From an optimization exercise on the open Yosys and OpenROAD flow, aimed at small area and a short achievable clock period; shortcuts taken in it are not production practice. RTL that was checked went through simulation tests only; none was proved equivalent to the original. Function not checked in runs 2 to 5: the RTL went through the layout flow alone. Power and IR drop assume default switching activity.

### design/flow/config.mk
export PLATFORM = sky130hd
export DESIGN_NAME = merge_stream_rx
export DESIGN_NICKNAME = merge_stream_rx
export VERILOG_FILES = /design/flow/design.v
export SDC_FILE = /design/flow/constraint.sdc
export NUM_CORES = 4
export LEC_CHECK = 0
export ABC_CLOCK_PERIOD_IN_PS = 2800
export CAP_MARGIN = 20
export CORE_MARGIN = 2
export CORE_UTILIZATION = 40
export CTS_CLUSTER_DIAMETER = 120
export CTS_CLUSTER_SIZE = 24
export SETUP_SLACK_MARGIN = 3.7
export SLEW_MARGIN = 20
### design/flow/constraint.sdc
create_clock -name core_clock -period 6.5 [get_ports {Clock}]
set_input_delay 1.3000 -clock core_clock [delete_from_list [all_inputs] [get_ports {Clock}]]
set_output_delay 1.3000 -clock core_clock [all_outputs]
set_load 0.01 [all_outputs]
### design/flow/design.v
package merge_stream_pkg;
  localparam logic [3:0] WT_EHDR = 4'd1;
  localparam logic [3:0] WT_CHDR = 4'd2;
  localparam logic [3:0] WT_CLUS = 4'd3;
  localparam logic [3:0] WT_TRLR = 4'd4;
  localparam logic [5:0] CRC6_POLY = 6'h03;
  localparam logic [3:0] HDR_BITS = 4'd12;
  localparam logic [3:0] CRC_BITS = 4'd6;
  localparam logic [3:0] PRE_BITS = 4'd5;
  localparam logic [3:0] MAX_CHIPS = 4'd6;
  localparam int NCLUS_HI = 10;
  localparam int NCLUS_LO = 6;
  typedef enum logic [2:0] {
    ST_HUNT = 3'd0,
    ST_PRE  = 3'd1,
    ST_EHDR = 3'd2,
    ST_CHDR = 3'd3,
    ST_CLUS = 3'd4,
    ST_CRCB = 3'd5,
    ST_TRLR = 3'd6
  } rx_state_e;
endpackage
module merge_word_fifo (
  input  logic        clk_i,
  input  logic        rst_ni,
  input  logic        push_i,
  input  logic [13:0] din_i,
  input  logic        pop_i,
  output logic [14:0] head_o,
  output logic        valid_o,
  output logic        drop_o,
  output logic        room_o
);
  localparam int W = 14;
  logic [256*W-1:0] mem_q;
  logic [15:0]  wlo_q, whi_q;    
  logic [15:0]  wlo_en;
  logic [7:0]   wp_q, ra_q;
  logic [8:0]   cnt_q, cnt_p, cnt_m;
  logic         valid_q, full_q, room_q;
  logic [W-1:0] s0_q, s1_q, s2_q, s3_q, rword;
  logic [1:0]   ssel_q;
  logic         sv_q;
  logic [14:0]  q0_q;
  logic [W-1:0] q1_q, q2_q;
  logic         qv1_q, qv2_q, qv3_q;       
  logic         qa0, qa1, qa2, qa_ge1, qa_ge2, qa_ge3, m_ge1, m_eq2;
  logic         qv1_d, qv2_d, qv3_d;
  logic         push_ok, pop, fetched, space, issue, bypass;
  logic [W-1:0] e0, e1, e2, in1, n0, n1, n2;
  function automatic logic [14:0] dec(input logic [13:0] w);
    dec = {(w[13:12] == 2'b00), w};
  endfunction
  assign push_ok = push_i & ~full_q;
  assign drop_o  = push_i & full_q;
  assign pop     = pop_i & qv1_q;         
  assign cnt_p   = cnt_q + {8'd0, push_ok};
  assign cnt_m   = cnt_p - 9'd1;
  assign wlo_en = wlo_q & {16{push_ok}};
  for (genvar h = 0; h < 16; h++) begin : g_hi
    for (genvar l = 0; l < 16; l++) begin : g_lo
      always_ff @(posedge clk_i) begin
        if (wlo_en[l] && whi_q[h]) mem_q[(16*h+l)*W +: W] <= din_i;
      end
    end
  end
  function automatic logic [W-1:0] rd64(input logic [64*W-1:0] m, input logic [5:0] a);
    logic [32*W-1:0] l1;
    logic [16*W-1:0] l2;
    logic [8*W-1:0]  l3;
    logic [4*W-1:0]  l4;
    logic [2*W-1:0]  l5;
    for (int i = 0; i < 32; i++) l1[i*W +: W] = a[0] ? m[(2*i+1)*W +: W]  : m[2*i*W +: W];
    for (int i = 0; i < 16; i++) l2[i*W +: W] = a[1] ? l1[(2*i+1)*W +: W] : l1[2*i*W +: W];
    for (int i = 0; i < 8; i++)  l3[i*W +: W] = a[2] ? l2[(2*i+1)*W +: W] : l2[2*i*W +: W];
    for (int i = 0; i < 4; i++)  l4[i*W +: W] = a[3] ? l3[(2*i+1)*W +: W] : l3[2*i*W +: W];
    for (int i = 0; i < 2; i++)  l5[i*W +: W] = a[4] ? l4[(2*i+1)*W +: W] : l4[2*i*W +: W];
    rd64 = a[5] ? l5[W +: W] : l5[0 +: W];
  endfunction
  assign fetched = (ra_q == wp_q);
  assign space   = pop || !(qv3_q || (qv2_q && sv_q));
  assign issue   = !fetched && space;
  assign bypass  = fetched && push_ok && space;
  always_ff @(posedge clk_i) begin
    s0_q   <= rd64(mem_q[0*64*W +: 64*W], ra_q[5:0]);
    s1_q   <= rd64(mem_q[1*64*W +: 64*W], ra_q[5:0]);
    s2_q   <= rd64(mem_q[2*64*W +: 64*W], ra_q[5:0]);
    s3_q   <= rd64(mem_q[3*64*W +: 64*W], ra_q[5:0]);
    ssel_q <= ra_q[7:6];
  end
  always_comb begin
    case (ssel_q)
      2'd0:    rword = s0_q;
      2'd1:    rword = s1_q;
      2'd2:    rword = s2_q;
      default: rword = s3_q;
    endcase
  end
  assign qa_ge1 = pop ? qv2_q : qv1_q;
  assign qa_ge2 = pop ? qv3_q : qv2_q;
  assign qa_ge3 = pop ? 1'b0  : qv3_q;
  assign qa0    = !qa_ge1;
  assign qa1    = qa_ge1 && !qa_ge2;
  assign qa2    = qa_ge2 && !qa_ge3;
  assign m_ge1  = sv_q || bypass;
  assign m_eq2  = sv_q && bypass;
  assign qv1_d  = qa_ge1 || m_ge1;
  assign qv2_d  = qa_ge2 || (qa_ge1 && m_ge1) || m_eq2;
  assign qv3_d  = qa_ge3 || (qa_ge2 && m_ge1) || (qa_ge1 && m_eq2);
  assign in1 = sv_q ? rword : din_i;
  assign e0  = q1_q;    
  assign e1  = pop ? q2_q : q1_q;
  assign e2  = q2_q;
  always_comb begin
    n0 = qa0 ? in1 : e0;
    n1 = qa1 ? in1 : (qa0 ? din_i : e1);
    n2 = qa2 ? in1 : (qa1 ? din_i : e2);
  end
  always_ff @(posedge clk_i) begin
    q1_q <= n1;
    q2_q <= n2;
  end
  always_ff @(posedge clk_i) begin
    if (!rst_ni) begin
      cnt_q   <= '0;
      valid_q <= 1'b0;
      full_q  <= 1'b0;
      room_q  <= 1'b1;
      wp_q    <= 8'd0;
      wlo_q   <= 16'd1;
      whi_q   <= 16'd1;
      ra_q    <= 8'd0;
      sv_q    <= 1'b0;
      qv1_q   <= 1'b0;
      qv2_q   <= 1'b0;
      qv3_q   <= 1'b0;
      q0_q    <= '0;
    end else begin
      if (pop) begin
        cnt_q   <= cnt_m;
        valid_q <= cnt_p >= 9'd2;
        full_q  <= 1'b0;
        room_q  <= cnt_p <= 9'd57;
      end else begin
        cnt_q   <= cnt_p;
        valid_q <= cnt_p >= 9'd1;
        full_q  <= cnt_p == 9'd256;
        room_q  <= cnt_p <= 9'd56;
      end
      if (push_ok) begin
        wp_q  <= wp_q + 8'd1;
        wlo_q <= {wlo_q[14:0], wlo_q[15]};
        if (wlo_q[15]) whi_q <= {whi_q[14:0], whi_q[15]};
      end
      if (issue || bypass) ra_q <= ra_q + 8'd1;
      sv_q <= issue;
      qv1_q <= qv1_d;
      qv2_q <= qv2_d;
      qv3_q <= qv3_d;
      if (pop || !qv1_q) q0_q <= qv1_d ? dec(n0) : '0;
    end
  end
  assign head_o  = q0_q;
  assign valid_o = valid_q;
  assign room_o  = room_q;
endmodule
import merge_stream_pkg::*;
module merge_stream_rx (
  input  logic        Clock,
  input  logic        Reset,
  input  logic        SerIn,
  input  logic [3:0]  Address,
  output logic        SendEvt,
  output logic [15:0] WordOut,
  output logic        WordValid,
  input  logic        WordReady,
  output logic        CrcErr,
  output logic        FmtErr,
  output logic        Overflow,
  output logic [7:0]  EvtCount,
  output logic [2:0]  DbgState,
  output logic [3:0]  DbgPending
);
  function automatic logic [5:0] crc6_step(input logic [5:0] crc, input logic din);
    crc6_step = {crc[4:0], 1'b0} ^ ((crc[5] ^ din) ? CRC6_POLY : 6'h00);
  endfunction
  localparam logic [1:0] T_EHDR = 2'd1;
  localparam logic [1:0] T_CHDR = 2'd2;
  localparam logic [1:0] T_CLUS = 2'd3;
  localparam logic [1:0] T_TRLR = 2'd0;
  logic [2:0]  state_q, state_d;
  logic [3:0]  bit_cnt_q, bit_cnt_d;
  logic [10:0] shift_q;
  logic [2:0]  chips_q, chips_d;
  logic [4:0]  clus_q, clus_d;
  logic [5:0]  crc_q, crc_d;
  logic        addr_err_q, addr_err_d;
  logic        ovf_evt_q;
  logic        push_q, push_d;
  logic [13:0] pw_q, pw_d;
  logic        trl_q, trl_d;
  logic        crcerr_q, crcerr_d;
  logic        fmterr_q, fmterr_d;
  logic [2:0]  pending_q;
  logic        send_q, ovf_q;
  logic [7:0]  evt_cnt_q;
  logic [11:0] field;
  logic [4:0]  nclus;
  logic [13:0] abort_word;
  logic [14:0] head;
  logic        fifo_valid, fifo_drop, fifo_room, issue;
  assign field      = {shift_q, SerIn};
  assign nclus      = field[NCLUS_HI:NCLUS_LO];
  assign abort_word = {T_TRLR, 1'b0, addr_err_q, ovf_evt_q, 1'b1, 8'h00};
  always_comb begin
    state_d    = state_q;
    bit_cnt_d  = bit_cnt_q + 4'd1;
    chips_d    = chips_q;
    clus_d     = clus_q;
    crc_d      = crc6_step(crc_q, SerIn);
    addr_err_d = addr_err_q;
    push_d     = 1'b0;
    pw_d       = abort_word;
    trl_d      = 1'b0;
    crcerr_d   = 1'b0;
    fmterr_d   = 1'b0;
    unique case (state_q)
      ST_HUNT: begin
        bit_cnt_d = 4'd0;
        crc_d     = SerIn ? 6'h03 : 6'h00;
        if (SerIn) begin
          state_d    = ST_PRE;
          addr_err_d = 1'b0;
        end
      end
      ST_PRE: begin
        if (bit_cnt_q == 4'd0 && SerIn) begin
          state_d  = ST_HUNT;
          push_d   = 1'b1;
          trl_d    = 1'b1;
          fmterr_d = 1'b1;
        end else if (bit_cnt_q == PRE_BITS - 4'd1) begin
          state_d    = ST_EHDR;
          bit_cnt_d  = 4'd0;
          addr_err_d = (field[3:0] != Address);
        end
      end
      ST_EHDR: begin
        if (field[3:0] <= MAX_CHIPS) pw_d = {T_EHDR, field};
        if (bit_cnt_q == HDR_BITS - 4'd1) begin
          bit_cnt_d = 4'd0;
          push_d    = 1'b1;
          if (field[3:0] > MAX_CHIPS) begin
            state_d  = ST_HUNT;
            trl_d    = 1'b1;
            fmterr_d = 1'b1;
          end else begin
            chips_d = field[2:0];
            state_d = (field[3:0] == 4'd0) ? ST_CRCB : ST_CHDR;
          end
        end
      end
      ST_CHDR: begin
        pw_d = {T_CHDR, field};
        if (bit_cnt_q == HDR_BITS - 4'd1) begin
          bit_cnt_d = 4'd0;
          push_d    = 1'b1;
          if (nclus != 5'd0) begin
            clus_d  = nclus;
            state_d = ST_CLUS;
          end else if (chips_q == 3'd1) begin
            state_d = ST_CRCB;
          end else begin
            chips_d = chips_q - 3'd1;
          end
        end
      end
      ST_CLUS: begin
        pw_d = {T_CLUS, field};
        if (bit_cnt_q == HDR_BITS - 4'd1) begin
          bit_cnt_d = 4'd0;
          push_d    = 1'b1;
          if (clus_q != 5'd1) begin
            clus_d = clus_q - 5'd1;
          end else if (chips_q == 3'd1) begin
            state_d = ST_CRCB;
          end else begin
            chips_d = chips_q - 3'd1;
            state_d = ST_CHDR;
          end
        end
      end
      ST_CRCB: begin
        crc_d = crc_q;
        pw_d  = {T_TRLR, (field[5:0] != crc_q), addr_err_q, ovf_evt_q, 1'b0, 2'b00, field[5:0]};
        if (bit_cnt_q == CRC_BITS - 4'd1) begin
          bit_cnt_d = 4'd0;
          state_d   = ST_TRLR;
          push_d    = 1'b1;
          trl_d     = 1'b1;
          crcerr_d  = (field[5:0] != crc_q);
        end
      end
      default: begin
        state_d   = ST_HUNT;
        bit_cnt_d = 4'd0;
        crc_d     = 6'h00;
      end
    endcase
  end
  assign issue = (pending_q != 3'd4) && fifo_room && !send_q;
  always_ff @(posedge Clock) begin
    bit_cnt_q  <= bit_cnt_d;
    shift_q    <= field[10:0];
    chips_q    <= chips_d;
    clus_q     <= clus_d;
    crc_q      <= crc_d;
    addr_err_q <= addr_err_d;
    pw_q       <= pw_d;
    ovf_evt_q  <= (state_q == ST_HUNT && SerIn) ? 1'b0 : (ovf_evt_q | fifo_drop);
  end
  always_ff @(posedge Clock) begin
    if (!Reset) begin
      state_q   <= ST_HUNT;
      push_q    <= 1'b0;
      trl_q     <= 1'b0;
      crcerr_q  <= 1'b0;
      fmterr_q  <= 1'b0;
      pending_q <= '0;
      send_q    <= 1'b0;
      ovf_q     <= 1'b0;
      evt_cnt_q <= '0;
    end else begin
      state_q   <= state_d;
      push_q    <= push_d;
      trl_q     <= trl_d;
      crcerr_q  <= crcerr_d;
      fmterr_q  <= fmterr_d;
      send_q    <= issue;
      ovf_q     <= ovf_q | fifo_drop;
      if (issue && !trl_q)                        pending_q <= pending_q + 3'd1;
      else if (!issue && trl_q && pending_q != 0) pending_q <= pending_q - 3'd1;
      if (trl_q) evt_cnt_q <= evt_cnt_q + 8'd1;
    end
  end
  merge_word_fifo u_fifo (
    .clk_i   (Clock),
    .rst_ni  (Reset),
    .push_i  (push_q),
    .din_i   (pw_q),
    .pop_i   (WordReady),
    .head_o  (head),
    .valid_o (fifo_valid),
    .drop_o  (fifo_drop),
    .room_o  (fifo_room)
  );
  assign WordOut    = {1'b0, head};
  assign WordValid  = fifo_valid;
  assign SendEvt    = send_q;
  assign CrcErr     = crcerr_q;
  assign FmtErr     = fmterr_q;
  assign Overflow   = ovf_q;
  assign EvtCount   = evt_cnt_q;
  assign DbgState   = state_q;
  assign DbgPending = {1'b0, pending_q};
endmodule
### design/flow/run.sh
#!/bin/bash
# synth_recipe.tcl (not shown) runs the flow's synth.tcl, then flattens the netlist and writes it again
# the make line also repeats each setting of config.mk as NAME=value (left out here)
make -C /OpenROAD-flow-scripts/flow DESIGN_CONFIG=/design/flow/config.mk WORK_HOME=/design/flow/orfs CLKGATE_MAP_FILE= SYNTH_SCRIPT=/design/flow/synth_recipe.tcl finish
==> reports/metrics.sh, run 1 <==
DETAIL-ROUTE-ANTENNA-NETS=0
CTS_TREE='done'
DIE_WIDTH_UM=611.2
DETAIL_ROUTE.DRC_VIOLATIONS=0
PLACE.PORT_BUFFERS=41
CTSROOTBUFFERMASTER='clkbuf_16'
PERIOD_MINUS_SLACK_NS=3.025
AVGVIACOUNTPERCELL=6.094
HOLD_DEPTH=0
YOSYS_WARNINGS=2
DP_HPWL_MM=230.1
FILLER_CELL_COUNT=30430
CRIT_PATH_TOP_DELAY_CELL='a22oi_2'
IO-PIN-COUNT=44
YOSYS-TOP-CELLS-COUNT='edfxtp_1 (3627), mux4_2 (950), nand2_1 (318)'
SYNTH.FF_LATCH_COUNT=3814
PIN_COUNT_OF_THE_BIGGEST_NET_ENTERING_GLOBAL_ROUTING=221
RR_ENDPOINT='u_fifo.s3_q[3]'
AREA.SEQUENTIAL_MM2=0.1128
LAYOUT-AREA-OVERHEAD-VS-SYNTH_PCT=11.04
DIE-HEIGHT_UM=611.2
PLACE_INST=11550
YOSYSMOSTFREQUENTCELL='edfxtp_1'
CLOCK_LATENCY_NS=0.97
SHARE_OF_FLIP_FLOPS_WITH_AN_ASYNCHRONOUS_SET_OR_RESET_AFTER_SYNTHESIS=0
SYN-CELL-AREA_MM2=0.1475
MAX_CAP_VIOLATIONS=0
TIMING.HOLD.WORST.START='shift_q[3]'
CRITICAL_PATH.ENDPOINT_TYPE='register'
DIE-AREA_MM2=0.3735
SYNTH.LIB_CELLS_USED.DISTINCT=74
FINAL_LAYOUT_SIZE_SUFFIX_GT1_FRAC=0.2611
WORST-SLEW-PIN-TRANSITION_NS=1.248
POWER_DENSITY_mW_PER_MM2=314.7
WORST-ENDPOINT-REQUIRED_NS=7.31
SYNTHESIS.AREA_PER_INSTANCE_UM2=21.10
SYNTH_AREA_LEADER_CELL='edfxtp_1'
SETUP.WORST_PATH.CLASS='register to register'
WORST-R2R-CELL-COUNT=10
DETAILROUTE.VIA_COUNT=73980
WORSTPATHARRIVAL_NS=3.83
WORSTHOLDENDPOINT='shift_q[4]'
SYNTH_SEQUENTIAL_AREA_RATIO=0.7640
MAXSLEWVIOLCOUNT=0
INITIAL_ANTENNA_VIOLATION_COUNT=39
RSZ0062_AT_GRT='yes'
GLOBALPLACE.CONGESTION=0.8473
PATH_COMMON_CELL='buf_12'
WORST_R2R_STARTPOINT='u_fifo.ra_q[0]'
PER_CELL_ROUTED_WIRE_LENGTH_UM=34.35
TIMING.SETUP.TNS_NS=0
MAX-SLEW-MARGIN-REL=0.1681
YS_DOMINANT_REG_CELL='edfxtp_1'
FINALSETUPVIOLATIONS=0
SETUP.REG_TO_REG.WORST_SLACK_NS=3.48
ACHIEVABLE-FREQUENCY_MHz=330.6
HTREEDEPTH=4
STARTPOINT_TYPE='register'
SYNTH_ENABLE_FLOP_CELLS=3627
CLK_PIN_SLEW_NS=0.10
YOSYSTOPAREACELLSHARE=0.7386
FINALHOLDVIOLCOUNT=0
TRITONCTS_NUM_SINKS=3814
MULTI_INPUT_AREA_MM2=0.03371
WL_MM=417.0
CLOCKBUFFERDEPTH=4
CTS_MADE_BUFFERS=182
NUMBER_OF_PLACEMENT_ROWS=222
NETLIST_INSTANCES=6988
SYNTHTOPCELLSBYAREA='edfxtp_1 (74%), mux4_2 (15%), dfxtp_1 (2.5%)'
FINAL.PERIOD_UTILIZATION=0.4653
FIRST_GLOBAL_VIAS=70890
CTS.HOLD.BUFFERS_ADDED=0
FINAL_CELLS=12140
START_UTIL=0.4025
POWER_LEAKAGE_nW=51.27
TOTAL_ROUTING_USAGE_GR=0.2173
FINCLKSKEW_NS=0.09298
DESIGN.FINAL.NETS=7167
DR.FIRST_ITER.DRC_COUNT=11220
DETAILEDROUTE.FIRSTPASSITERATIONCOUNT=7
CRITICAL-PATH-MAX-STAGE-DELAY_NS=0.52
GLOBAL_ROUTE.OVERFLOW_TOTAL=0
CRITPATHMAXFANOUT=6
HOLD_PATH.CLASS='register to register'
GRT_FIRST_PASS_WIRELENGTH_MM=572.2
VDD_DROP_MAX_mV=0.2496
CORE_AREA_MM2=0.3664
CRITICAL_PATH.CELL_CHAIN='buf_12 -> buf_16 -> buf_12 -> buf_6 -> buf_16 -> buf_12 -> mux4_2 -> mux4_2 -> a22oi_2 -> o221ai_2'
STATUS='complete, no violations'
## placed cells by master, fill, tap and decap left out, types with 34 or more instances in the layout
master	synthesis	layout
a22oi_1	58	38
buf_12	0	58
mux4_2	950	950
o21ai_0	91	73
clkbuf_16	0	202
buf_16	0	56
xnor2_1	40	39
and3_1	245	133
buf_2	105	34
and3_4	0	65
clkbuf_1	210	115
a21oi_1	157	146
dfxtp_2	0	39
buf_4	53	173
diode_2	0	55
nand2_1	318	312
and3_2	0	47
nor2_1	169	153
dfxtp_1	187	119
mux2i_1	213	182
edfxtp_1	3627	3627
## critical path: cells and delay by family, from the launching register on
kind	cells	cell delay, ns
flip-flops	1	0.41
multiplexers	2	0.97
buffers and inverters	6	0.75
AO/OA/AOI/OAI	2	0.70
## state kept, by name, indices dropped and copies added (netlist names), 14 cells and up
| register | cells |
|---|---|
| u_fifo.q0_q | 15 |
| u_fifo.q1_q | 14 |
| u_fifo.whi_q | 16 |
| u_fifo.s3_q | 14 |
| u_fifo.mem_q | 3584 |
| u_fifo.s1_q | 14 |
| u_fifo.wlo_q | 16 |
| pw_q | 14 |
| u_fifo.s2_q | 14 |
| u_fifo.q2_q | 14 |
| u_fifo.s0_q | 14 |
## area by class of cell
cell class / count / area share
diodes: 55 / 0.0008405
clock buffers: 298 / 0.03060
clock inverters: 12 / 0.001024
inverters: 33 / 0.001215
multi-input cells: 2709 / 0.2059
flip-flops and latches: 3814 / 0.6890
well taps: 4816 / 0.03680
repair buffers: 401 / 0.03461
repair inverters: 1 / 0.00005349
## cells by family (layout without fill, tap and decap cells)
family,after synthesis,in the layout,share of synthesized area
flops,3814,3814,0.7640
other cells,1,57,0.00002543
buf+inv,467,745,0.01604
simple gates,892,893,0.02943
fa+ha+maj,19,19,0.001629
compound gates,562,562,0.02501
mux,1172,1172,0.1602
xor+xnor,61,61,0.003623
## power breakdown
group | leakage [nW] | switching (mW) | internal (mW) | total [mW]
clock network | 2.47 | 7.69 | 5.38 | 13.1
registers | 35.9 | 0.506 | 27.5 | 28.1
logic | 12.9 | 5.67 | 4.73 | 10.4
## metrics by stage
stage	utilization	area (um2)	hold slack, ns	total power [mW]	worst slack, ns
final	0.4469	163700	0.3798	51.53	3.475
after CTS	0.4419	161900	0.3910	51.07	3.549
after floorplan	-	147500	0.3290	34.18	3.575
after detailed placement	0.4184	153300	0.3763	37.01	2.300
after global placement	0.4182	153200	0.3758	36.94	2.291
after global routing	0.4466	163600	0.3904	52.89	3.503
## worst max path at each step
| stage | slack [ns] | cells past startpoint | startpoint | to |
|---|---|---|---|---|
| after floorplan | 3.58 | 5 | pw_q[13] | u_fifo.q0_q[14] |
| after global placement | 2.29 | 6 | u_fifo.full_q | u_fifo.mem_q[1531] |
| after detailed placement | 2.30 | 6 | u_fifo.full_q | u_fifo.mem_q[1531] |
| after CTS | 3.55 | 8 | u_fifo.ra_q[0] | u_fifo.s3_q[11] |
| after global routing | 3.50 | 10 | u_fifo.ra_q[0] | u_fifo.s3_q[3] |
| final | 3.48 | 10 | u_fifo.ra_q[0] | u_fifo.s3_q[3] |
## repair_timing
action                     in CTS  in global routing
setup buffers                  93                 62
setup endpoints to repair    2402                166
resized for setup             589                120
pin swaps                      14                 17
gates cloned                   39                 20
## per-layer routing
metal	track usage	routed length [um]
met5	0	27
met4	0.07342	14500
met3	0.04313	41040
met2	0.3420	195900
met1	0.3040	165500
==> inputs of run 2 (changes only) <==
--- a/design/flow/design.v
+++ b/design/flow/design.v
@@ -26,2 +26,3 @@
   input  logic        push_i,
+  input  logic        push_nxt_i,
   input  logic [13:0] din_i,
@@ -36,3 +37,4 @@
   logic [15:0]  wlo_q, whi_q;    
-  logic [15:0]  wlo_en;
+  logic [15:0]  wlo_d, wen_q;    
+  logic         full_d;
   logic [7:0]   wp_q, ra_q;
@@ -55,6 +57,7 @@
   assign drop_o  = push_i & full_q;
-  assign pop     = pop_i & qv1_q;         
+  assign pop     = pop_i & valid_q;
   assign cnt_p   = cnt_q + {8'd0, push_ok};
   assign cnt_m   = cnt_p - 9'd1;
-  assign wlo_en = wlo_q & {16{push_ok}};
+  assign wlo_d  = push_ok ? {wlo_q[14:0], wlo_q[15]} : wlo_q;
+  assign full_d = !pop && cnt_p == 9'd256;
   for (genvar h = 0; h < 16; h++) begin : g_hi
@@ -62,3 +65,3 @@
       always_ff @(posedge clk_i) begin
-        if (wlo_en[l] && whi_q[h]) mem_q[(16*h+l)*W +: W] <= din_i;
+        if (wen_q[l] && whi_q[h]) mem_q[(16*h+l)*W +: W] <= din_i;
       end
@@ -110,3 +113,3 @@
   assign in1 = sv_q ? rword : din_i;
-  assign e0  = q1_q;    
+  assign e0  = pop ? q1_q : q0_q[13:0];
   assign e1  = pop ? q2_q : q1_q;
@@ -130,2 +133,3 @@
       wlo_q   <= 16'd1;
+      wen_q   <= 16'd0;
       whi_q   <= 16'd1;
@@ -141,3 +145,2 @@
         valid_q <= cnt_p >= 9'd2;
-        full_q  <= 1'b0;
         room_q  <= cnt_p <= 9'd57;
@@ -146,8 +149,9 @@
         valid_q <= cnt_p >= 9'd1;
-        full_q  <= cnt_p == 9'd256;
         room_q  <= cnt_p <= 9'd56;
       end
+      full_q <= full_d;
+      wlo_q  <= wlo_d;
+      wen_q  <= (push_nxt_i && !full_d) ? wlo_d : 16'd0;
       if (push_ok) begin
-        wp_q  <= wp_q + 8'd1;
-        wlo_q <= {wlo_q[14:0], wlo_q[15]};
+        wp_q <= wp_q + 8'd1;
         if (wlo_q[15]) whi_q <= {whi_q[14:0], whi_q[15]};
@@ -159,3 +163,3 @@
       qv3_q <= qv3_d;
-      if (pop || !qv1_q) q0_q <= qv1_d ? dec(n0) : '0;
+      q0_q  <= qv1_d ? dec(n0) : '0;
     end
@@ -349,2 +353,3 @@
     .push_i  (push_q),
+    .push_nxt_i (push_d),
     .din_i   (pw_q),
==> reports/metrics.sh, run 2 <==
STATUS='complete, no violations'
WORST-ENDPOINT-REQUIRED_NS=7.29
DP_HPWL_MM=220.9
DETAILROUTE.VIA_COUNT=72040
CRITICAL_PATH.ENDPOINT_TYPE='register'
YOSYSMOSTFREQUENTCELL='edfxtp_1'
DETAIL-ROUTE-ANTENNA-NETS=0
MAX-SLEW-MARGIN-REL=0.1565
SYN-CELL-AREA_MM2=0.1477
FINAL_UTIL=0.4397
FILLER_CELL_COUNT=30910
SYNTH.LIB_CELLS_USED.DISTINCT=82
START_UTIL=0.4011
LAYOUT-AREA-OVERHEAD-VS-SYNTH_PCT=9.624
MAX_CAP_VIOLATIONS=0
NUMBER_OF_PLACEMENT_ROWS=223
HTREEDEPTH=4
POST_ROUTE_DESIGN_AREA_MM2=0.1619
SYNTHESIS.AREA_PER_INSTANCE_UM2=21.34
GLOBALPLACE.CONGESTION=0.8168
DIE-AREA_MM2=0.3742
STARTPOINT_TYPE='register'
RSZ0062_AT_GRT='yes'
PIN_COUNT_OF_THE_BIGGEST_NET_ENTERING_GLOBAL_ROUTING=217
SYNTH_SEQUENTIAL_AREA_RATIO=0.7648
SHARE_OF_FLIP_FLOPS_WITH_AN_ASYNCHRONOUS_SET_OR_RESET_AFTER_SYNTHESIS=0
LAYOUT.CELLS.MOST_COMMON_LIST='edfxtp_1 (3627), mux4_2 (972), and2_1 (271), nand2_1 (212), clkbuf_16 (200)'
YOSYSTOPAREACELLSHARE=0.7373
DETAIL_ROUTE.DRC_VIOLATIONS=0
FINAL.PERIOD_UTILIZATION=0.4406
LAYOUT_COMMONEST_CELL='edfxtp_1'
WORSTPATHARRIVAL_NS=3.66
TOTAL_ROUTING_USAGE_GR=0.2097
REGMOSTFLOPS='u_fifo.mem_q'
TRITONCTS_NUM_SINKS=3830
HOLD_PATH.CLASS='register to register'
CLOCK_LATENCY_NS=0.92
VDD_DROP_MAX_mV=0.2178
WORST-SLEW-PIN-TRANSITION_NS=1.265
FIRST_GLOBAL_VIAS=69720
PLACE_AREA_MM2=0.1539
PERIOD_MINUS_SLACK_NS=2.864
GLOBAL_ROUTE.OVERFLOW_TOTAL=0
AVGVIACOUNTPERCELL=5.984
LARGEST_REG_FLOPS=3584
TIMING.SETUP.TNS_NS=0
IO-PIN-COUNT=44
POWER_DENSITY_mW_PER_MM2=301.6
SYNTH_AREA_LEADER_CELL='edfxtp_1'
GRT_FIRST_PASS_WIRELENGTH_MM=554.5
CRITPATHMAXFANOUT=14
WL_MM=401.9
POWER_LEAKAGE_nW=48.32
CTS_MADE_BUFFERS=185
SYNTH_ENABLE_FLOP_CELLS=3627
NETLIST_INSTANCES=6923
PER_CELL_ROUTED_WIRE_LENGTH_UM=33.38
DIE-HEIGHT_UM=611.7
FINALHOLDVIOLCOUNT=0
PLACE.PORT_BUFFERS=41
INITIAL_ANTENNA_VIOLATION_COUNT=39
CORE_AREA_MM2=0.3683
FINALSETUPVIOLATIONS=0
DIE_WIDTH_UM=611.7
CLOCKBUFFERDEPTH=4
YOSYS_WARNINGS=2
SETUP.WORST_PATH.CLASS='register to register'
YS_DOMINANT_REG_CELL='edfxtp_1'
ACHIEVABLE-FREQUENCY_MHz=349.2
DETAILEDROUTE.FIRSTPASSITERATIONCOUNT=6
FINAL_LAYOUT_SIZE_SUFFIX_GT1_FRAC=0.2366
SYNTH.FF_LATCH_COUNT=3830
DESIGN.FINAL.NETS=7033
FINALWORSTSETUPSLACK_NS=3.636
CLK_PIN_SLEW_NS=0.10
DPL_WORST_SLACK_NS=2.350
MAXSLEWVIOLCOUNT=0
CTS_TREE='done'
CTSROOTBUFFERMASTER='clkbuf_16'
YOSYS-TOP-CELLS-COUNT='edfxtp_1 (3627), mux4_2 (972), and2_1 (275)'
DR.FIRST_ITER.DRC_COUNT=10260
FINCLKSKEW_NS=0.06209
SYNTHTOPCELLSBYAREA='edfxtp_1 (74%), mux4_2 (15%), dfxtp_1 (2.8%)'
[run 2: changes by cell type in the layout (fill, tap and decap cells not counted), sizes merged, moves of 25 or more]
cell,change
a211oi,+39
buf,-92
and2,+248
nor3,+25
and3,-235
diode,+32
nand2,-99
a21oi,-55
o22ai,+25
nor2,+33
nor2b,+37
[run 2: repair_timing]
item                                    4_1_cts  5_1_grt
hold buffers                                  0        0
buffers inserted                             66       12
gates cloned                                 18       13
pin swaps                                     7        7
endpoints found under the setup margin      245      121
gates resized for setup                     309       91
[run 2: final cells by class]
type / instances / area [um2] / share of cell area
Inverter: 20 / 80.08 / 0.0004945
Clock inverter: 3 / 23.77 / 0.0001468
Timing Repair Buffer: 301 / 3978 / 0.02456
Sequential cell: 3830 / 113100 / 0.6986
Antenna cell: 87 / 217.7 / 0.001344
Tap cell: 4837 / 6052 / 0.03737
Multi-Input combinational cell: 2670 / 33380 / 0.2061
Timing Repair inverter: 1 / 5.005 / 0.00003091
Clock buffer: 291 / 5070 / 0.03131
[run 2: layer usage]
metal	GRT usage	routed length, um	up-vias
li1	-	-	28740
met1	0.2994	164500	39340
met2	0.3322	191400	3433
met3	0.03761	34720	515
met4	0.05756	11220	16
met5	0	114	-
[run 2: worst max-delay path, cell delays in order, from the launching register on]
cell       delay (ns)
dfxtp_4          0.48
nor2b_4          0.49
nand2_4          0.32
buf_4            0.36
o22ai_1          0.48
a2111oi_2        0.13
buf_4            0.18
nor3_1           0.24
[run 2: worst paths after layout]
path | startpoint | endpoint | slack [ns] | cells past startpoint
max | u_fifo.ra_q[3] | u_fifo.s0_q[13] | 3.64 | 7
min | shift_q[4] | shift_q[5] | 0.39 | 0
max reg2reg | u_fifo.ra_q[3] | u_fifo.s0_q[13] | 3.64 | 7
min reg2reg | shift_q[4] | shift_q[5] | 0.39 | 0
[run 2: cell families (layout without fill, tap and decap cells)]
kind of cell,count (synthesis),in the layout,share of synthesized area
compound gates,510,510,0.02246
xor+xnor,58,58,0.003439
fa+ha+maj,17,17,0.001474
buf+inv,424,616,0.01396
flops,3830,3830,0.7648
mux,1190,1190,0.1632
other cells,1,89,0.00002539
simple gates,893,893,0.03065
[run 2: power by group]
part / internal [mW] / switching [mW]
logic: 2.84 / 4.11
clock network: 5.41 / 7.51
registers: 28.3 / 0.697
[run 2: stage by stage]
stage	cells	power, mW	hold WS, ns
2_1_floorplan	6924	33.36	0.3290
3_3_place_gp	11540	35.66	0.3694
3_5_place_dp	11550	35.82	0.3721
4_1_cts	11930	48.82	0.3888
5_1_grt	11960	50.21	0.3979
6_report	12040	48.84	0.3889
==> inputs of run 3 (changes only) <==
--- a/design/flow/design.v
+++ b/design/flow/design.v
@@ -39,2 +39,3 @@
   logic         full_d;
+  logic [5:0]   ra0_q, ra1_q, ra2_q, ra3_q;  
   logic [7:0]   wp_q, ra_q;
@@ -87,6 +88,6 @@
   always_ff @(posedge clk_i) begin
-    s0_q   <= rd64(mem_q[0*64*W +: 64*W], ra_q[5:0]);
-    s1_q   <= rd64(mem_q[1*64*W +: 64*W], ra_q[5:0]);
-    s2_q   <= rd64(mem_q[2*64*W +: 64*W], ra_q[5:0]);
-    s3_q   <= rd64(mem_q[3*64*W +: 64*W], ra_q[5:0]);
+    s0_q   <= rd64(mem_q[0*64*W +: 64*W], ra0_q);
+    s1_q   <= rd64(mem_q[1*64*W +: 64*W], ra1_q);
+    s2_q   <= rd64(mem_q[2*64*W +: 64*W], ra2_q);
+    s3_q   <= rd64(mem_q[3*64*W +: 64*W], ra3_q);
     ssel_q <= ra_q[7:6];
@@ -136,2 +137,6 @@
       ra_q    <= 8'd0;
+      ra0_q   <= 6'd0;
+      ra1_q   <= 6'd0;
+      ra2_q   <= 6'd0;
+      ra3_q   <= 6'd0;
       sv_q    <= 1'b0;
@@ -158,3 +163,9 @@
       end
-      if (issue || bypass) ra_q <= ra_q + 8'd1;
+      if (issue || bypass) begin
+        ra_q  <= ra_q + 8'd1;
+        ra0_q <= ra0_q + 6'd1;
+        ra1_q <= ra1_q + 6'd1;
+        ra2_q <= ra2_q + 6'd1;
+        ra3_q <= ra3_q + 6'd1;
+      end
       sv_q <= issue;
==> reports/metrics.sh, run 3 <==
CLOCKBUFFERDEPTH=4
TIMING.SETUP.TNS_NS=0
LARGEST_REG_FLOPS=3584
LAYOUT-AREA-OVERHEAD-VS-SYNTH_PCT=8.596
CORE_AREA_MM2=0.3719
FINAL_LAYOUT_SIZE_SUFFIX_GT1_FRAC=0.1811
DIE-HEIGHT_UM=615.0
DIE_WIDTH_UM=615.0
PERIOD_MINUS_SLACK_NS=2.850
SYNTH.LIB_CELLS_USED.DISTINCT=85
DETAIL_ROUTE.DRC_VIOLATIONS=0
WORSTHOLDENDPOINT='shift_q[7]'
FIN_HOLD_WS_NS=0.3975
SYNTH_ENABLE_FLOP_CELLS=3627
RSZ0062_AT_GRT='yes'
WORST-R2R-CELL-COUNT=6
TIMING.HOLD.WORST.START='shift_q[6]'
GLOBAL_ROUTE.OVERFLOW_TOTAL=0
CRITICAL_PATH.CELL_CHAIN='buf_6'
MAXSLEWVIOLCOUNT=0
CTS_TREE='done'
PLACE.PORT_BUFFERS=41
DPL_WORST_SLACK_NS=2.353
WORST_R2R_STARTPOINT='u_fifo.ra1_q[4]'
SHARE_OF_FLIP_FLOPS_WITH_AN_ASYNCHRONOUS_SET_OR_RESET_AFTER_SYNTHESIS=0
YOSYS-TOP-CELLS-COUNT='edfxtp_1 (3627), mux4_2 (730), mux2i_1 (556)'
IO-PIN-COUNT=44
CRITICAL-PATH-MAX-STAGE-DELAY_NS=0.49
FINALSETUPVIOLATIONS=0
DETAIL-ROUTE-ANTENNA-NETS=0
GRT_FIRST_PASS_WIRELENGTH_MM=552.6
YOSYSMOSTFREQUENTCELL='edfxtp_1'
ACHIEVABLE-FREQUENCY_MHz=350.8
FIRST_GLOBAL_VIAS=71970
HTREEDEPTH=4
SYNTH.FF_LATCH_COUNT=3854
POWER_LEAKAGE_nW=49.63
DETAILROUTE.VIA_COUNT=73500
LAYOUT_COMMONEST_CELL='edfxtp_1'
FINAL.PERIOD_UTILIZATION=0.4385
TIMING.CRITICAL_PATH.MAX_DELAY_FAMILY='flip-flops'
SYN-CELL-AREA_MM2=0.1493
HOLD_DEPTH=0
SETUP.REG_TO_REG.WORST_SLACK_NS=3.69
CTS_MADE_BUFFERS=183
YOSYS_WARNINGS=2
TOTAL_ROUTING_USAGE_GR=0.2012
YS_DOMINANT_REG_CELL='edfxtp_1'
POWER_DENSITY_mW_PER_MM2=294.3
SYNTH_SEQUENTIAL_AREA_RATIO=0.7598
FINALHOLDVIOLCOUNT=0
DR.FIRST_ITER.DRC_COUNT=9161
VDD_DROP_MAX_mV=0.2201
STARTPOINT_TYPE='register'
YOSYSTOPAREACELLSHARE=0.7293
GLOBALPLACE.CONGESTION=0.8307
CRITICAL_PATH.ENDPOINT_TYPE='output pin'
DETAILEDROUTE.FIRSTPASSITERATIONCOUNT=8
SYNTHESIS.AREA_PER_INSTANCE_UM2=20.13
CRITPATHMAXFANOUT=2
WORST-ENDPOINT-REQUIRED_NS=5.20
DIE-AREA_MM2=0.3782
CLK_PIN_SLEW_NS=0.10
CLOCK_LATENCY_NS=0.94
SYNTH_AREA_LEADER_CELL='edfxtp_1'
STATUS='complete, no violations'
PIN_COUNT_OF_THE_BIGGEST_NET_ENTERING_GLOBAL_ROUTING=152
REGMOSTFLOPS='u_fifo.mem_q'
DESIGN.FINAL.NETS=7462
SETUP.WORST_PATH.CLASS='register to output pin'
CRIT_PATH_TOP_DELAY_CELL='dfxtp_4'
NETLIST_INSTANCES=7418
SYNTHTOPCELLSBYAREA='edfxtp_1 (73%), mux4_2 (11%), mux2i_1 (3.7%)'
WL_MM=389.9
TRITONCTS_NUM_SINKS=3854
NUMBER_OF_PLACEMENT_ROWS=224
WORSTPATHARRIVAL_NS=1.55
MAX-SLEW-MARGIN-REL=0.1316
FINAL_UTIL=0.4360
WORST-SLEW-PIN-TRANSITION_NS=1.303
DP_HPWL_MM=222.6
FINCLKSKEW_NS=0.04388
INITIAL_ANTENNA_VIOLATION_COUNT=48
RR_ENDPOINT='u_fifo.s1_q[1]'
HOLD_PATH.CLASS='register to register'
AVGVIACOUNTPERCELL=5.836
CTSROOTBUFFERMASTER='clkbuf_16'
MAX_CAP_VIOLATIONS=0
CRIT_BUF_INV=1
FINALWORSTSETUPSLACK_NS=3.650
LAYOUT.CELLS.MOST_COMMON_LIST='edfxtp_1 (3627), mux4_2 (730), mux2i_1 (548), and2_1 (277), nand2_1 (202)'
START_UTIL=0.4015
PER_CELL_ROUTED_WIRE_LENGTH_UM=30.96
-- run 3: cell families after synthesis --
group / synth area share
and+or+nand+nor: 0.03111
muxes: 0.1500
other: 0.00002511
xor gates and xnor gates: 0.004751
buffers and inverters: 0.01651
adders and majority gates: 0.001860
AOI/OAI and AO/OA: 0.03598
DFF: 0.7598
-- run 3: power by group --
| part | internal [mW] | switching, mW | leakage (nW) | total (mW) |
|---|---|---|---|---|
| sequential | 27.9 | 0.605 | 36.6 | 28.5 |
| combinational | 2.46 | 3.57 | 10.6 | 6.03 |
| clock | 5.51 | 7.67 | 2.52 | 13.2 |
-- run 3: layout make-up --
class                           instances  area (um2)
Antenna cell                           56       140.1
Tap cell                             4972        6221
Clock buffer                          305        5122
Timing Repair inverter                  1       5.005
Sequential cell                      3854      113700
Fill cell                           31670      209700
Timing Repair Buffer                  261        3080
Clock inverter                         12       152.6
Inverter                               23       95.09
Multi-Input combinational cell       3110       33670
-- run 3: metal layers --
metal  up-vias  wire (um)  global-route usage
met5         -         95                   0
met4        14      11560             0.05958
met1     39550     161300              0.2853
met3       466      29240             0.02766
met2      3125     187600              0.3249
li1      30350          -                   -
-- run 3: repair_timing --
action	in CTS	in global routing
resized for setup	312	29
setup endpoints to repair	163	128
pin swaps	4	0
setup buffers	55	15
gates cloned	9	2
hold buffers	0	0
hold endpoints to repair	0	0
-- run 3: how the worst max path moves through the flow --
stage                   start               to  cells after the start
3_3_place_gp            SerIn  u_fifo.wen_q[6]                      7
5_1_grt        u_fifo.q0_q[0]       WordOut[0]                      1
3_5_place_dp        WordReady  u_fifo.q0_q[13]                      6
2_1_floorplan        pw_q[12]  u_fifo.q1_q[12]                      4
6_report       u_fifo.q0_q[0]       WordOut[0]                      1
4_1_cts            state_q[2]      DbgState[2]                      1
-- run 3: stage by stage --
stage	instances	total power, mW	instance area (um2)
after floorplan	7419	32.66	149400
after global placement	12140	34.60	155100
after detailed placement	12140	34.72	155100
after CTS	12520	47.93	161800
after global routing	12540	49.10	162000
final	12590	47.73	162200
==> inputs of run 4 (changes only) <==
--- a/design/flow/design.v
+++ b/design/flow/design.v
@@ -26,3 +26,2 @@
   input  logic        push_i,
-  input  logic        push_nxt_i,
   input  logic [13:0] din_i,
@@ -37,4 +36,3 @@
   logic [15:0]  wlo_q, whi_q;    
-  logic [15:0]  wlo_d, wen_q;    
-  logic         full_d;
+  logic [15:0]  wlo_en;
   logic [5:0]   ra0_q, ra1_q, ra2_q, ra3_q;  
@@ -61,4 +59,3 @@
   assign cnt_m   = cnt_p - 9'd1;
-  assign wlo_d  = push_ok ? {wlo_q[14:0], wlo_q[15]} : wlo_q;
-  assign full_d = !pop && cnt_p == 9'd256;
+  assign wlo_en = wlo_q & {16{push_ok}};
   for (genvar h = 0; h < 16; h++) begin : g_hi
@@ -66,3 +63,3 @@
       always_ff @(posedge clk_i) begin
-        if (wen_q[l] && whi_q[h]) mem_q[(16*h+l)*W +: W] <= din_i;
+        if (wlo_en[l] && whi_q[h]) mem_q[(16*h+l)*W +: W] <= din_i;
       end
@@ -134,3 +131,2 @@
       wlo_q   <= 16'd1;
-      wen_q   <= 16'd0;
       whi_q   <= 16'd1;
@@ -150,2 +146,3 @@
         valid_q <= cnt_p >= 9'd2;
+        full_q  <= 1'b0;
         room_q  <= cnt_p <= 9'd57;
@@ -154,9 +151,8 @@
         valid_q <= cnt_p >= 9'd1;
+        full_q  <= cnt_p == 9'd256;
         room_q  <= cnt_p <= 9'd56;
       end
-      full_q <= full_d;
-      wlo_q  <= wlo_d;
-      wen_q  <= (push_nxt_i && !full_d) ? wlo_d : 16'd0;
       if (push_ok) begin
-        wp_q <= wp_q + 8'd1;
+        wp_q  <= wp_q + 8'd1;
+        wlo_q <= {wlo_q[14:0], wlo_q[15]};
         if (wlo_q[15]) whi_q <= {whi_q[14:0], whi_q[15]};
@@ -364,3 +360,2 @@
     .push_i  (push_q),
-    .push_nxt_i (push_d),
     .din_i   (pw_q),
==> reports/metrics.sh, run 4 <==
YOSYS-TOP-CELLS-COUNT='edfxtp_1 (3627), mux4_2 (680), mux2i_1 (606)'
CORE_AREA_MM2=0.3716
AVGVIACOUNTPERCELL=5.987
WL_MM=405.6
YOSYSTOPAREACELLSHARE=0.7301
WORST-ENDPOINT-REQUIRED_NS=7.07
STATUS='complete, no violations'
DIE-HEIGHT_UM=614.7
SYNTH.FF_LATCH_COUNT=3838
TOTAL_ROUTING_USAGE_GR=0.2083
TIMING.SETUP.TNS_NS=0
NETLIST_INSTANCES=7532
LAYOUT-AREA-OVERHEAD-VS-SYNTH_PCT=8.961
LAYOUT_COMMONEST_CELL='edfxtp_1'
LAYOUT.CELLS.MOST_COMMON_LIST='edfxtp_1 (3627), mux4_2 (680), mux2i_1 (598), nand2_1 (205), a21oi_1 (197)'
PERIOD_MINUS_SLACK_NS=2.885
SYNTH.LIB_CELLS_USED.DISTINCT=85
WORSTHOLDENDPOINT='shift_q[7]'
GLOBAL_ROUTE.OVERFLOW_TOTAL=0
PER_CELL_ROUTED_WIRE_LENGTH_UM=31.98
FINALHOLDVIOLCOUNT=0
INITIAL_ANTENNA_VIOLATION_COUNT=41
LARGEST_REG_FLOPS=3584
MAX_CAP_VIOLATIONS=0
DETAIL-ROUTE-ANTENNA-NETS=0
WORST_R2R_STARTPOINT='push_q'
GLOBALPLACE.CONGESTION=0.8441
TIMING.HOLD.WORST.START='shift_q[6]'
NETSWITCHINGFRACTION=0.2661
DP_HPWL_MM=230.2
PLACE.PORT_BUFFERS=41
CLOCKBUFFERDEPTH=4
FINCLKSKEW_NS=0.07211
HTREEDEPTH=4
YOSYSMOSTFREQUENTCELL='edfxtp_1'
DPL_WORST_SLACK_NS=2.452
CRIT_PATH_TOP_DELAY_CELL='and3_2'
START_UTIL=0.4014
DIE_WIDTH_UM=614.7
CTS_MADE_BUFFERS=182
SHARE_SEQ_OF_TOTAL_POWER=0.569
FINALSETUPVIOLATIONS=0
FINAL.PERIOD_UTILIZATION=0.4438
FIRST_GLOBAL_VIAS=73040
SHARE_OF_FLIP_FLOPS_WITH_AN_ASYNCHRONOUS_SET_OR_RESET_AFTER_SYNTHESIS=0
WORST-SLEW-PIN-TRANSITION_NS=1.371
SHARE_CLK_OF_TOTAL_POWER=0.261
STARTPOINT_TYPE='register'
SYNTHESIS.AREA_PER_INSTANCE_UM2=19.81
POWER_FRAC_COMB=0.171
SYN-CELL-AREA_MM2=0.1492
YOSYS_WARNINGS=2
NUMBER_OF_PLACEMENT_ROWS=224
CTS_TREE='done'
CTSROOTBUFFERMASTER='clkbuf_16'
CRITICAL_PATH.ENDPOINT_TYPE='register'
HOLD_DEPTH=0
POWER_REPORT.INTERNAL_TOTAL_mW=36.72
DR.FIRST_ITER.DRC_COUNT=11650
RSZ0062_AT_GRT='yes'
SETUP.REG_TO_REG.WORST_SLACK_NS=3.62
SYNTH_AREA_LEADER_CELL='edfxtp_1'
POWER_DENSITY_mW_PER_MM2=307.8
RR_ENDPOINT='u_fifo.mem_q[2688]'
CRITPATHMAXFANOUT=175
CTS.HOLD.BUFFERS_ADDED=0
SETUP.WORST_PATH.CLASS='register to register'
SYNTH_SEQUENTIAL_AREA_RATIO=0.7584
WORST-R2R-CELL-COUNT=4
TIMING.CRITICAL_PATH.MAX_DELAY_FAMILY='simple AND/OR/NAND/NOR gates'
ACHIEVABLE-FREQUENCY_MHz=346.6
PIN_COUNT_OF_THE_BIGGEST_NET_ENTERING_GLOBAL_ROUTING=175
IO-PIN-COUNT=44
FINAL_UTIL=0.4374
TRITONCTS_NUM_SINKS=3838
MAX-SLEW-MARGIN-REL=0.08580
CLK_PIN_SLEW_NS=0.10
SYNTHTOPCELLSBYAREA='edfxtp_1 (73%), mux4_2 (10%), mux2i_1 (4.1%)'
CLOCK_LATENCY_NS=0.93
DIE-AREA_MM2=0.3778
YS_DOMINANT_REG_CELL='edfxtp_1'
P_SWITCHING_mW=13.31
DESIGN.FINAL.NETS=7554
TOTALPOWERFINAL_mW=50.03
FINAL_LAYOUT_SIZE_SUFFIX_GT1_FRAC=0.2003
CRITICAL-PATH-MAX-STAGE-DELAY_NS=0.65
HOLD_PATH.CLASS='register to register'
DETAILROUTE.VIA_COUNT=75920
FIN_HOLD_WS_NS=0.3933
SYNTH_ENABLE_FLOP_CELLS=3627
MAXSLEWVIOLCOUNT=0
GRT_FIRST_PASS_WIRELENGTH_MM=568.4
DETAILEDROUTE.FIRSTPASSITERATIONCOUNT=6
VDD_DROP_MAX_mV=0.2163
REG_TOP3='u_fifo.mem_q: 3584 flops, u_fifo.whi_q: 16 flops, u_fifo.wlo_q: 16 flops'
DETAIL_ROUTE.DRC_VIOLATIONS=0
REGMOSTFLOPS='u_fifo.mem_q'
WORSTPATHARRIVAL_NS=3.46
FINALWORSTSETUPSLACK_NS=3.615
CRITICAL_PATH.CELL_CHAIN='nand2b_4 -> inv_16 -> buf_16 -> and3_2'
POWER_LEAKAGE_nW=48.48
CRIT_BUF_INV=2
-- run 4: cell count changes after synthesis, sizes merged, moves of 54 or more --
cell / delta
and2: -249
nor2: -54
o21ai: +56
o221ai: +61
and3: +236
a21oi: +74
-- run 4: what timing repair did --
| action | in CTS | in global routing |
|---|---|---|
| gates cloned | 19 | 3 |
| buffers inserted | 59 | 18 |
| pin swaps | 4 | 2 |
| setup endpoints to repair | 3785 | 1879 |
| gates resized for setup | 494 | 50 |
-- run 4: per-layer routing --
metal,routed length [um],vias up,track usage
li1,-,30980,-
met1,167100,40680,0.3047
met2,192800,3795,0.3292
met3,35750,455,0.02999
met4,9891,10,0.05262
met5,69,-,0
-- run 4: worst max path at each step --
stage	start	end	cells past startpoint
2_1_floorplan	pw_q[12]	u_fifo.q1_q[12]	4
3_3_place_gp	WordReady	u_fifo.q2_q[0]	6
3_5_place_dp	WordReady	u_fifo.q2_q[4]	6
4_1_cts	u_fifo.q0_q[12]	WordOut[12]	1
5_1_grt	u_fifo.q0_q[12]	WordOut[12]	1
6_report	push_q	u_fifo.mem_q[2688]	4
-- run 4: cell type report --
cell class                 count  area, um2
sequential                  3838     113400
fill                       31670     209100
clock inverter                11      143.9
clock buffer                 292       5041
inverter                      43      214.0
tap                         4972       6221
timing repair inverter         1      8.758
timing repair buffer         269       3256
antenna                       65      162.7
multi-input combinational   3190      34110
-- run 4: power by group through the flow --
stage / logic (mW) / clock network (mW) / registers, mW
CTS: 8.44 / 13.2 / 28.5
finish: 8.53 / 13.0 / 28.5
detailed placement: 7.58 / 0 / 29.1
floorplan: 5.25 / 0 / 28.8
global route: 8.96 / 14.0 / 28.5
global placement: 7.50 / 0 / 29.1
-- run 4: cell families after synthesis --
| group | Yosys count | share of synthesized area |
|---|---|---|
| AOI/OAI and AO/OA | 904 | 0.04073 |
| other | 1 | 0.00002514 |
| adders and majority gates | 22 | 0.001879 |
| muxes | 1337 | 0.1472 |
| xor gates and xnor gates | 55 | 0.003229 |
| and+or+nand+nor | 867 | 0.03118 |
| DFF | 3838 | 0.7584 |
| buffers and inverters | 508 | 0.01735 |
-- run 4: through the flow --
step	instance area, um2	cells
2_1_floorplan	149200	7533
3_3_place_gp	154900	12210
3_5_place_dp	154900	12210
4_1_cts	162000	12600
5_1_grt	162400	12620
6_report	162500	12680
==> inputs of run 5 (changes only) <==
--- a/design/flow/design.v
+++ b/design/flow/design.v
@@ -33,20 +33,11 @@
 );
-  localparam int W = 14;
-  logic [256*W-1:0] mem_q;
-  logic [15:0]  wlo_q, whi_q;    
-  logic [15:0]  wlo_en;
-  logic [5:0]   ra0_q, ra1_q, ra2_q, ra3_q;  
-  logic [7:0]   wp_q, ra_q;
-  logic [8:0]   cnt_q, cnt_p, cnt_m;
-  logic         valid_q, full_q, room_q;
-  logic [W-1:0] s0_q, s1_q, s2_q, s3_q, rword;
-  logic [1:0]   ssel_q;
-  logic         sv_q;
-  logic [14:0]  q0_q;
-  logic [W-1:0] q1_q, q2_q;
-  logic         qv1_q, qv2_q, qv3_q;       
-  logic         qa0, qa1, qa2, qa_ge1, qa_ge2, qa_ge3, m_ge1, m_eq2;
-  logic         qv1_d, qv2_d, qv3_d;
-  logic         push_ok, pop, fetched, space, issue, bypass;
-  logic [W-1:0] e0, e1, e2, in1, n0, n1, n2;
+  localparam int DEPTH = 256;
+  localparam int W     = 14;
+  logic [DEPTH*W-1:0] mem_q;
+  logic [7:0]  wr_q, rd2_q;
+  logic [8:0]  cnt_q, cnt_p, cnt_m;
+  logic        valid_q, ge2_q, ge3_q, full_q, room_q;
+  logic [13:0] nxt_q, rdata;
+  logic [14:0] head_q;
+  logic        push_ok, pop;
   function automatic logic [14:0] dec(input logic [13:0] w);
@@ -59,65 +50,15 @@
   assign cnt_m   = cnt_p - 9'd1;
-  assign wlo_en = wlo_q & {16{push_ok}};
-  for (genvar h = 0; h < 16; h++) begin : g_hi
-    for (genvar l = 0; l < 16; l++) begin : g_lo
-      always_ff @(posedge clk_i) begin
-        if (wlo_en[l] && whi_q[h]) mem_q[(16*h+l)*W +: W] <= din_i;
-      end
+  for (genvar i = 0; i < DEPTH; i++) begin : g_row
+    always_ff @(posedge clk_i) begin
+      if (push_ok && wr_q == 8'(i)) mem_q[i*W +: W] <= din_i;
     end
   end
-  function automatic logic [W-1:0] rd64(input logic [64*W-1:0] m, input logic [5:0] a);
-    logic [32*W-1:0] l1;
-    logic [16*W-1:0] l2;
-    logic [8*W-1:0]  l3;
-    logic [4*W-1:0]  l4;
-    logic [2*W-1:0]  l5;
-    for (int i = 0; i < 32; i++) l1[i*W +: W] = a[0] ? m[(2*i+1)*W +: W]  : m[2*i*W +: W];
-    for (int i = 0; i < 16; i++) l2[i*W +: W] = a[1] ? l1[(2*i+1)*W +: W] : l1[2*i*W +: W];
-    for (int i = 0; i < 8; i++)  l3[i*W +: W] = a[2] ? l2[(2*i+1)*W +: W] : l2[2*i*W +: W];
-    for (int i = 0; i < 4; i++)  l4[i*W +: W] = a[3] ? l3[(2*i+1)*W +: W] : l3[2*i*W +: W];
-    for (int i = 0; i < 2; i++)  l5[i*W +: W] = a[4] ? l4[(2*i+1)*W +: W] : l4[2*i*W +: W];
-    rd64 = a[5] ? l5[W +: W] : l5[0 +: W];
-  endfunction
-  assign fetched = (ra_q == wp_q);
-  assign space   = pop || !(qv3_q || (qv2_q && sv_q));
-  assign issue   = !fetched && space;
-  assign bypass  = fetched && push_ok && space;
-  always_ff @(posedge clk_i) begin
-    s0_q   <= rd64(mem_q[0*64*W +: 64*W], ra0_q);
-    s1_q   <= rd64(mem_q[1*64*W +: 64*W], ra1_q);
-    s2_q   <= rd64(mem_q[2*64*W +: 64*W], ra2_q);
-    s3_q   <= rd64(mem_q[3*64*W +: 64*W], ra3_q);
-    ssel_q <= ra_q[7:6];
-  end
   always_comb begin
-    case (ssel_q)
-      2'd0:    rword = s0_q;
-      2'd1:    rword = s1_q;
-      2'd2:    rword = s2_q;
-      default: rword = s3_q;
-    endcase
-  end
-  assign qa_ge1 = pop ? qv2_q : qv1_q;
-  assign qa_ge2 = pop ? qv3_q : qv2_q;
-  assign qa_ge3 = pop ? 1'b0  : qv3_q;
-  assign qa0    = !qa_ge1;
-  assign qa1    = qa_ge1 && !qa_ge2;
-  assign qa2    = qa_ge2 && !qa_ge3;
-  assign m_ge1  = sv_q || bypass;
-  assign m_eq2  = sv_q && bypass;
-  assign qv1_d  = qa_ge1 || m_ge1;
-  assign qv2_d  = qa_ge2 || (qa_ge1 && m_ge1) || m_eq2;
-  assign qv3_d  = qa_ge3 || (qa_ge2 && m_ge1) || (qa_ge1 && m_eq2);
-  assign in1 = sv_q ? rword : din_i;
-  assign e0  = pop ? q1_q : q0_q[13:0];
-  assign e1  = pop ? q2_q : q1_q;
-  assign e2  = q2_q;
-  always_comb begin
-    n0 = qa0 ? in1 : e0;
-    n1 = qa1 ? in1 : (qa0 ? din_i : e1);
-    n2 = qa2 ? in1 : (qa1 ? din_i : e2);
+    rdata = '0;
+    for (int i = 0; i < DEPTH; i++)
+      rdata = rdata | (mem_q[i*W +: W] & {W{rd2_q == 8'(i)}});
   end
   always_ff @(posedge clk_i) begin
-    q1_q <= n1;
-    q2_q <= n2;
+    if (pop) nxt_q <= ge3_q ? rdata : din_i;
+    else     nxt_q <= ge2_q ? nxt_q : din_i;
   end
@@ -127,17 +68,9 @@
       valid_q <= 1'b0;
+      ge2_q   <= 1'b0;
+      ge3_q   <= 1'b0;
       full_q  <= 1'b0;
       room_q  <= 1'b1;
-      wp_q    <= 8'd0;
-      wlo_q   <= 16'd1;
-      whi_q   <= 16'd1;
-      ra_q    <= 8'd0;
-      ra0_q   <= 6'd0;
-      ra1_q   <= 6'd0;
-      ra2_q   <= 6'd0;
-      ra3_q   <= 6'd0;
-      sv_q    <= 1'b0;
-      qv1_q   <= 1'b0;
-      qv2_q   <= 1'b0;
-      qv3_q   <= 1'b0;
-      q0_q    <= '0;
+      wr_q    <= 8'd0;
+      rd2_q   <= 8'd2;
+      head_q  <= '0;
     end else begin
@@ -146,4 +79,7 @@
         valid_q <= cnt_p >= 9'd2;
+        ge2_q   <= cnt_p >= 9'd3;
+        ge3_q   <= cnt_p >= 9'd4;
         full_q  <= 1'b0;
         room_q  <= cnt_p <= 9'd57;
+        head_q  <= ge2_q ? dec(nxt_q) : (push_i ? dec(din_i) : '0);
       end else begin
@@ -151,25 +87,13 @@
         valid_q <= cnt_p >= 9'd1;
+        ge2_q   <= cnt_p >= 9'd2;
+        ge3_q   <= cnt_p >= 9'd3;
         full_q  <= cnt_p == 9'd256;
         room_q  <= cnt_p <= 9'd56;
+        if (!valid_q) head_q <= push_i ? dec(din_i) : '0;
       end
-      if (push_ok) begin
-        wp_q  <= wp_q + 8'd1;
-        wlo_q <= {wlo_q[14:0], wlo_q[15]};
-        if (wlo_q[15]) whi_q <= {whi_q[14:0], whi_q[15]};
-      end
-      if (issue || bypass) begin
-        ra_q  <= ra_q + 8'd1;
-        ra0_q <= ra0_q + 6'd1;
-        ra1_q <= ra1_q + 6'd1;
-        ra2_q <= ra2_q + 6'd1;
-        ra3_q <= ra3_q + 6'd1;
-      end
-      sv_q <= issue;
-      qv1_q <= qv1_d;
-      qv2_q <= qv2_d;
-      qv3_q <= qv3_d;
-      q0_q  <= qv1_d ? dec(n0) : '0;
+      if (push_ok) wr_q <= wr_q + 8'd1;
+      if (pop)     rd2_q <= rd2_q + 8'd1;
     end
   end
-  assign head_o  = q0_q;
+  assign head_o  = head_q;
   assign valid_o = valid_q;
--- a/design/flow/config.mk
+++ b/design/flow/config.mk
@@ -7,8 +7,7 @@
 export LEC_CHECK = 0
-export ABC_CLOCK_PERIOD_IN_PS = 2800
+export ABC_CLOCK_PERIOD_IN_PS = 2500
 export CAP_MARGIN = 20
 export CORE_MARGIN = 2
-export CORE_UTILIZATION = 40
-export CTS_CLUSTER_DIAMETER = 120
-export CTS_CLUSTER_SIZE = 24
+export CORE_UTILIZATION = 60
+export PLACE_DENSITY = 0.72
 export SETUP_SLACK_MARGIN = 3.7
==> reports/metrics.sh, run 5 <==
NUMBER_OF_PLACEMENT_ROWS=176
SYNTHESIS.AREA_PER_INSTANCE_UM2=16.92
HTREEDEPTH=5
YOSYS-TOP-CELLS-COUNT='edfxtp_1 (3613), a22oi_1 (1019), nor2_1 (561)'
IO-PIN-COUNT=44
FIRST_GLOBAL_VIAS=131100
CTSROOTBUFFERMASTER='clkbuf_16'
GLOBALPLACE.CONGESTION=1.422
SHARE_OF_FLIP_FLOPS_WITH_AN_ASYNCHRONOUS_SET_OR_RESET_AFTER_SYNTHESIS=0
PLACE_INST=11650
GRT_FIRST_PASS_WIRELENGTH_MM=1475
CTS.HOLD.BUFFERS_ADDED=0
YOSYSMOSTFREQUENTCELL='edfxtp_1'
SYNTH_SEQUENTIAL_AREA_RATIO=0.7936
FAILED_STAGE='global routing'
YOSYSTOPAREACELLSHARE=0.7799
CTS_MADE_BUFFERS=379
PLACE.PORT_BUFFERS=41
SYN-CELL-AREA_MM2=0.1391
CLOCKBUFFERDEPTH=4
STATUS='aborted with a tool error'
NETLIST_INSTANCES=8221
YS_DOMINANT_REG_CELL='edfxtp_1'
RUN.STOP_ERROR='[ERROR GRT-0116] Global routing finished with congestion. Check the congestion regions in the DRC Viewer.'
START_UTIL=0.6039
SYNTH.FF_LATCH_COUNT=3708
TRITONCTS_NUM_SINKS=3708
YOSYS_WARNINGS=2
SYNTH_ENABLE_FLOP_CELLS=3613
TOTAL_ROUTING_USAGE_GR=0.9547
SYNTH_AREA_LEADER_CELL='edfxtp_1'
DIE-HEIGHT_UM=485.5
PIN_COUNT_OF_THE_BIGGEST_NET_ENTERING_GLOBAL_ROUTING=169
GLOBAL_ROUTE.OVERFLOW_TOTAL=6836
DIE_WIDTH_UM=485.5
DP_HPWL_MM=638.9
SYNTH.LIB_CELLS_USED.DISTINCT=92
SYNTHTOPCELLSBYAREA='edfxtp_1 (78%), a22oi_1 (5.5%), nor2_1 (1.5%)'
==> run 5: per-layer routing <==
layer | GRT overflow | GRT usage
met1 | 1115 | 0.9469
met2 | 2882 | 1.011
met3 | 1084 | 0.9204
met4 | 1586 | 0.9307
met5 | 169 | 0.8475
==> run 5: through the flow <==
step / power [mW] / area, um2 / hold WS (ns) / utilization / setup WS [ns]
2_1_floorplan: 29.75 / 139200 / 0.3290 / - / 3.679
3_3_place_gp: 32.12 / 149700 / 0.3718 / 0.6499 / 0.7020
3_5_place_dp: 32.24 / 150500 / 0.3716 / 0.6534 / 0.6907
4_1_cts: 52.93 / 170300 / 0.3823 / 0.7395 / 2.622
==> run 5: power groups by stage <==
stage	clock (mW)	combinational, mW	sequential (mW)
2_1_floorplan	0	1.12	28.6
3_3_place_gp	0	3.69	28.4
3_5_place_dp	0	3.80	28.4
4_1_cts	20.6	4.43	27.9
==> run 5: cells by family after synthesis <==
family / Yosys count / synth area share
flops: 3708 / 0.7936
compound gates: 1999 / 0.1097
simple gates: 1874 / 0.06999
buf+inv: 501 / 0.01662
mux: 67 / 0.004992
xor+xnor: 48 / 0.003022
fa+ha+maj: 23 / 0.002123
other cells: 1 / 0.00002696
==> run 5: worst max-delay path by stage <==
stage / to / cells past startpoint / start / slack (ns)
floorplan: u_fifo.nxt_q[13] / 7 / WordReady / 3.68
global placement: u_fifo.nxt_q[0] / 8 / u_fifo.rd2_q[2] / 0.70
detailed placement: u_fifo.nxt_q[0] / 8 / u_fifo.rd2_q[2] / 0.69
CTS: u_fifo.nxt_q[6] / 11 / u_fifo.rd2_q[7] / 2.62
==> run 5: repair_timing <==
item / CTS
pin swaps: 251
endpoints found under the setup margin: 3424
gates cloned: 29
endpoints found under the hold margin: 0
setup buffers: 439
gates resized for setup: 905

port drivers added, routing unchanged:
The flow's constraints put no driver on any port. The routed layouts listed below were extracted and timed again, unchanged, in two steps. Step 1 assumes that a clkbuf_16 drives the clock port and a buf_2 every other input. Step 2 times the ports against the registers' clock, not the clock port: input delays grow and output delays shrink by t, the midpoint of the rising clock arrivals with the driver on. a / b / c = no drivers / after step 1 / after step 2; a / b = the first two.
run | t (ns) | slack for setup (ns) | hold slack, ns | worst setup path after step 2 | slew at the worst register clock pin (ns)
run 1 | 1.031 | 3.475 / 3.475 / 2.825 | 0.380 / 0.380 / 0.380 | input to register | 0.11 / 0.11
run 2 | 0.986 | 3.636 / 3.636 / 2.897 | 0.389 / 0.389 / 0.389 | input to register | 0.11 / 0.11
run 3 | 1.007 | 3.650 / 3.554 / 2.673 | 0.397 / 0.397 / 0.397 | input to register | 0.11 / 0.11
run 4 | 0.993 | 3.615 / 3.579 / 2.677 | 0.393 / 0.393 / 0.393 | input to register | 0.10 / 0.10
After both steps every run listed still meets setup and hold. The setup slack of run 3, which loses most, moves by -0.096 ns with the drivers and by -0.977 ns with both steps.
